Context: an optimization exercise on an open-source flow, tuned for small area, a short achievable clock period and few clock cycles per item. The choices shown serve that exercise and are no tape-out recipe. Function was checked by simulation only, so behaviour that the tests miss may differ from the original.

## build 49
## spmv_top
module spmv_top (
    input  logic        clk,
    input  logic        rst_l,
    input  logic        row_len_valid,
    input  logic [7:0]  row_len,
    output logic        row_len_credit,
    input  logic        grp_valid,
    input  logic [95:0] grp,
    output logic        grp_credit,
    output logic        out_valid,
    output logic [7:0]  out_byte,
    input  logic        out_credit
);
    localparam int NL = cisr_pkg::NUM_LANES;
    localparam int PW = cisr_pkg::LANE_W;
    localparam int CW = cisr_pkg::COL_W;
    localparam int VW = cisr_pkg::VALUE_W;
    logic [cisr_pkg::LEN_W-1:0]    len_head;
    logic                          len_not_empty;
    logic                          len_pop;
    logic [NL*VW-1:0]              grp_val_in;
    logic [NL-1:0]                 grp_pad_in;
    logic [NL*VW-1:0]              grp_val;
    logic [NL-1:0]                 grp_pad;
    logic                          grp_not_empty;
    logic                          grp_pop;
    logic [cisr_pkg::SLOT_W-1:0]   alloc_slot;
    logic                          alloc_phase;
    logic [cisr_pkg::NUM_SLOTS-1:0] slot_phase;
    logic                          xfer_valid;
    logic [cisr_pkg::SLOT_W-1:0]   xfer_slot;
    logic [cisr_pkg::PSUM_W-1:0]   xfer_sum;
    logic                          head_done;
    logic [cisr_pkg::PSUM_W-1:0]   head_sum;
    logic                          release_head;
    always_comb begin
  ...
Settings: LEC_CHECK=0, ABC_AREA=1, CAP_MARGIN=20, CORE_MARGIN=2, CORE_UTILIZATION=65, CTS_BUF_LIST=sky130_fd_sc_hd__clkbuf_8, CTS_CLUSTER_DIAMETER=40, CTS_CLUSTER_SIZE=16, SLEW_MARGIN=20; clock period 10.0 ns.
standard.sh (not shown) runs the stock make flow with config.mk's settings and CLKGATE_MAP_FILE= SYNTH_SCRIPT=/design/flow/synth_recipe.tcl, a recipe that flattens the netlist after the stock synthesis.
==> flow/flow/run.sh <==
#!/bin/bash
set -euo pipefail
bash standard.sh SETUP_SLACK_MARGIN=7.5 finish > make_finish.log 2>&1
What ended build 49 was a tool error in 5_1_grt; the run never finished.
Testbench counts of build 49, summed over its fixed seeds: cycles 9,365, items 384.
The following lists how build 81 was set up differently from build 49:
- swapping 40 for 50 in CTS_CLUSTER_DIAMETER
- swapping 16 for 20 in CTS_CLUSTER_SIZE
==> flow/flow/run.sh <==
#!/bin/bash
set -euo pipefail
bash standard.sh SETUP_SLACK_MARGIN=7 finish > make_finish.log 2>&1
Notes after the runs:
Build 81: all stages complete, timing, DRC and antenna checks passed
NOTE: maximum level of the CTS H-tree in build 81 falls short of that of build 49
Per the comparison of build 81 with build 49, worst slack at placement lost 0.36 ns, number of buffers inserted during clock tree synthesis lost 36, total placed instance area lost 350 um2, die span in y neither gained nor lost much.
Diff build 49 -> build 81 | buffers inserted during post-CTS setup optimization | decrease of 211
From build 81 to build 49, number of rows in the core area did not move at all.
Taking build 49 as the reference, in build 81 count of placed standard cells including taps stayed essentially flat, number of buffers inserted by hold repair at cts stayed essentially flat, fraction of registers with async set or reset after synthesis stayed essentially flat.
Changes in build 10 relative to build 81:
- CTS_CLUSTER_SIZE no longer set, was 20
- CORE_UTILIZATION now 40, was 65
- SETUP_SLACK_MARGIN now 5, previously not set
- ABC_CLOCK_PERIOD_IN_PS now 3000, previously not set
- CTS_CLUSTER_DIAMETER no longer set, was 50
- ABC_AREA no longer set, was 1
- CTS_BUF_LIST no longer set, was sky130_fd_sc_hd__clkbuf_8
==> flow/run.sh (new file) <==
#!/bin/bash
# synth_recipe.tcl (not shown) runs the flow's synth.tcl, then flattens the netlist and writes it again
# the make line also repeats each setting of config.mk as NAME=value (left out here)
make -C /OpenROAD-flow-scripts/flow DESIGN_CONFIG=/design/flow/config.mk WORK_HOME=/design/flow/orfs CLKGATE_MAP_FILE= SYNTH_SCRIPT=/design/flow/synth_recipe.tcl finish
removed: flow/flow/run.sh
removed: flow/standard.sh
Findings:
- NOTE number of tapcells build 81->build 10 increased by more than half
- Of build 81 and build 10, build 10 shows the lower starting utilization of the core area, with build 81 above it.
- Type of the worst setup path = reg -> reg: build 10; type of the worst setup path = reg -> out: build 81
- | share of cell area taken by flip-flops and latches | higher: build 10 |
- Number of global-route vias before repair: build 10 vs build 81 down 3424

---

spmv_top again, from the RTL that the note above started with.
==> flow/config.mk <==
export PLATFORM = sky130hd
export DESIGN_NAME = spmv_top
export DESIGN_NICKNAME = spmv_top
export VERILOG_FILES = /design/flow/design.v
export SDC_FILE = /design/flow/constraint.sdc
export NUM_CORES = 4
export LEC_CHECK = 0
export ABC_CLOCK_PERIOD_IN_PS = 3000
export CAP_MARGIN = 20
export CORE_MARGIN = 2
export CORE_UTILIZATION = 65
export CTS_BUF_LIST = sky130_fd_sc_hd__clkbuf_8
export CTS_CLUSTER_DIAMETER = 50
export CTS_CLUSTER_SIZE = 20
export SETUP_SLACK_MARGIN = 5
export SLEW_MARGIN = 20
==> flow/constraint.sdc <==
create_clock -name core_clock -period 10.0 [get_ports {clk}]
set_input_delay 2.0000 -clock core_clock [delete_from_list [all_inputs] [get_ports {clk}]]
set_output_delay 2.0000 -clock core_clock [all_outputs]
set_load 0.01 [all_outputs]
==> flow/flow/run.sh <==
#!/bin/bash
set -euo pipefail
bash standard.sh SETUP_SLACK_MARGIN=7 finish > make_finish.log 2>&1
Testbench counts at the start, summed over its fixed seeds: cycles 9,365, items 384.
Next try:
==> flow/flow/run.sh (replaced) <==
#!/bin/bash
set -euo pipefail
bash standard.sh SETUP_SLACK_MARGIN=6.5 finish > make_finish.log 2>&1
- ABC_AREA: default -> 1
- ABC_CLOCK_PERIOD_IN_PS: 3000 -> default
- CTS_CLUSTER_DIAMETER: 50 -> 40
- CTS_CLUSTER_SIZE: 20 -> 16
- SETUP_SLACK_MARGIN: 5 -> default
Outcome: The new run completed without violations. Routed wire length went down by a few percent. Synthesized area went up slightly. Worst setup slack is better by 0.064 ns. Clock-buffer cell count went up by 30. Register-to-register slack is better by 0.06 ns. Via count went up by about a fifth. Non-clock buffer count went down by 218.
Next try:
==> flow/flow/run.sh (replaced) <==
#!/bin/bash
set -euo pipefail
bash standard.sh SETUP_SLACK_MARGIN=6.0 finish > make_finish.log 2>&1
- ABC_AREA: 1 -> default
- ABC_CLOCK_PERIOD_IN_PS: default -> 3000
- CTS_CLUSTER_DIAMETER: 40 -> 50
- CTS_CLUSTER_SIZE: 16 -> 20
- SETUP_SLACK_MARGIN: default -> 5
The changed run produced a clean layout.
Critical path depth climbs by 3.
Count of clock-buffer cells in the layout went down by 28.
Routed wire length fell by 16%.
Global-route usage shrinks by 3.7 points.
Final area drops by 4.2%.
Via count shrinks by 21%.
Next try:
==> flow/run.sh (new file) <==
#!/bin/bash
# synth_recipe.tcl (not shown) runs the flow's synth.tcl, then flattens the netlist and writes it again
# the make line also repeats each setting of config.mk as NAME=value (left out here)
make -C /OpenROAD-flow-scripts/flow DESIGN_CONFIG=/design/flow/config.mk WORK_HOME=/design/flow/orfs CLKGATE_MAP_FILE= SYNTH_SCRIPT=/design/flow/synth_recipe.tcl finish
removed: flow/flow/run.sh
removed: flow/standard.sh
After rerunning: Via count decreases by 0.86%. Worst hold slack degrades by 0.0092 ns. Cell count decreases by 0.34%.
Next try:
==> flow/flow/run.sh (new file) <==
#!/bin/bash
set -euo pipefail
bash standard.sh SETUP_SLACK_MARGIN=6.5 finish > make_finish.log 2>&1
==> flow/standard.sh (new file) <==
#!/bin/bash
# synth_recipe.tcl (not shown) runs the flow's synth.tcl, then flattens the netlist and writes it again
# the make line also repeats each setting of config.mk as NAME=value (left out here)
make -C /OpenROAD-flow-scripts/flow DESIGN_CONFIG=/design/flow/config.mk WORK_HOME=/design/flow/orfs CLKGATE_MAP_FILE= SYNTH_SCRIPT=/design/flow/synth_recipe.tcl "${@:-finish}"
removed: flow/run.sh
The new run finished clean; cell area is higher by 4.3%; worst hold slack stays flat; flip-flop and latch count does not change; non-clock buffer count rises by 73; worst setup slack gains 0.97 ns; global-route usage rises by 0.91 points; utilization is higher by 3.1 points.
Next try:
==> flow/flow/run.sh (replaced) <==
#!/bin/bash
set -euo pipefail
bash standard.sh SETUP_SLACK_MARGIN=7 finish > make_finish.log 2>&1
- ABC_AREA: default -> 1
- ABC_CLOCK_PERIOD_IN_PS: 3000 -> default
- CTS_CLUSTER_DIAMETER: 50 -> 40
- CTS_CLUSTER_SIZE: 20 -> 16
- SETUP_SLACK_MARGIN: 5 -> default
After rerunning:
- The new run finished clean
- flip-flop and latch count is unchanged
- global-route usage rose by 5.2 points
- synthesized area rose by 1.6%
- hold slack improved by 0.018 ns
- core utilization rose by 4.1 points
- routed wire length rose by 24%
- setup slack improved by 0.28 ns
- cell count rose by 33%

---

spmv_top, a different RTL version from the one above (not shown whole).
Size: ~3000 cells after synthesis, ~670 flip-flops, about 120 I/O pins, about 32000 sq um of cells after synthesis.
clock: 10.0 ns
lec_check: 0
abc_area: 1
cap_margin: 20
core_margin: 2
core_utilization: 75
cts_buf_list: sky130_fd_sc_hd__clkbuf_8
cts_cluster_diameter: 45
cts_cluster_size: 18
slew_margin: 20
==> flow/flow/run.sh <==
#!/bin/bash
set -euo pipefail
bash standard.sh SETUP_SLACK_MARGIN=6.75 finish > make_finish.log 2>&1
The starting point produced a clean layout.
Testbench counts at the start, summed over its fixed seeds: cycles 9,318, items 384.
Then changed:
CORE_UTILIZATION = 65   (was 75)
Wire length fell by 15%.
Cell count rose by 1.8%.
Global-route usage fell by 8.1 points.
Then changed:
ABC_AREA = default   (was 1)
The changed run passed the timing, design-rule and antenna checks. Worst setup slack loses 0.43 ns. Synthesized cell count falls by 27%. Critical path depth falls by 1. Die area falls by 0.34%. Global-route usage stays flat. Wire length rises by 0.39%. Count of clock-buffer cells in the layout rises by 1. Sequential share of layout area falls by 3.2 points. Cell count falls by 16%. Final area rises by 6.4%.
Then changed:
==> flow/flow/run.sh (replaced) <==
#!/bin/bash
set -euo pipefail
bash standard.sh SETUP_SLACK_MARGIN=7 finish > make_finish.log 2>&1
ABC_AREA = 1   (was default)
=> The changed run finished with timing, DRC and antenna clean; worst setup slack improved by 0.38 ns; cell count grows by 24%; hold slack improved by 0.0062 ns; synthesized cell count grows by about 37%; final area grows by 2.5%; wire length grows by about 21%; non-clock buffer count grows by 8.

==> afterwards: timing with drivers on the ports <==
No port has a modelled driver above. Below, the same layouts with a new extraction and two added sets of constraints.
Step 1, drivers: a clkbuf_16 drives clk and a buf_2 each remaining input, both assumed.
Step 2, shift: input delay + t, output delay - t, t = (earliest + latest rising clock arrival at the registers) / 2. This alone moves slack from input paths to output paths.
Slacks: ideal ports / drivers / drivers and shift; pairs: ideal ports / drivers.
| run | t, ns | setup slack, ns | worst hold slack (ns) | latest minus earliest clock arrival (ns) | cell pins on the clock port's net |
|---|---|---|---|---|---|
| build 81 | 0.766 | 6.776 / 6.716 / 6.233 | 0.483 / 0.483 / 0.483 | 0.042 / 0.043 | 1 |
| build 10 | 0.673 | 5.555 / 5.555 / 5.555 | 0.470 / 0.470 / 0.470 | 0.027 / 0.028 | 1 |
| the first run of note 2 | 0.761 | 6.517 / 6.517 / 6.376 | 0.472 / 0.472 / 0.472 | 0.071 / 0.072 | 1 |
| the second run of note 2 | 0.736 | 6.581 / 6.581 / 5.869 | 0.475 / 0.475 / 0.475 | 0.039 / 0.039 | 1 |
| the third run of note 2 | 0.754 | 6.187 / 6.187 / 5.583 | 0.471 / 0.471 / 0.471 | 0.031 / 0.031 | 1 |
| the fourth run of note 2 | 0.728 | 5.503 / 5.503 / 5.171 | 0.462 / 0.462 / 0.462 | 0.035 / 0.035 | 1 |
| the fifth run of note 2 | 0.738 | 6.474 / 6.474 / 5.988 | 0.461 / 0.461 / 0.461 | 0.045 / 0.045 | 1 |
| the sixth run of note 2 | 0.782 | 6.751 / 6.686 / 6.210 | 0.479 / 0.479 / 0.479 | 0.046 / 0.046 | 1 |
| the first run of note 3 | 0.775 | 6.556 / 6.556 / 6.130 | 0.489 / 0.489 / 0.489 | 0.038 / 0.038 | 1 |
| the second run of note 3 | 0.744 | 6.752 / 6.743 / 6.126 | 0.489 / 0.489 / 0.489 | 0.031 / 0.031 | 1 |
| the third run of note 3 | 0.740 | 6.317 / 6.317 / 5.909 | 0.479 / 0.479 / 0.479 | 0.050 / 0.051 | 1 |
| the fourth run of note 3 | 0.770 | 6.695 / 6.695 / 6.341 | 0.485 / 0.485 / 0.485 | 0.055 / 0.054 | 1 |
After both steps setup and hold are still met in every run listed. The setup slack of the second run of note 2, which loses most, moves by 0.000 ns with the drivers and by -0.712 ns with both steps.
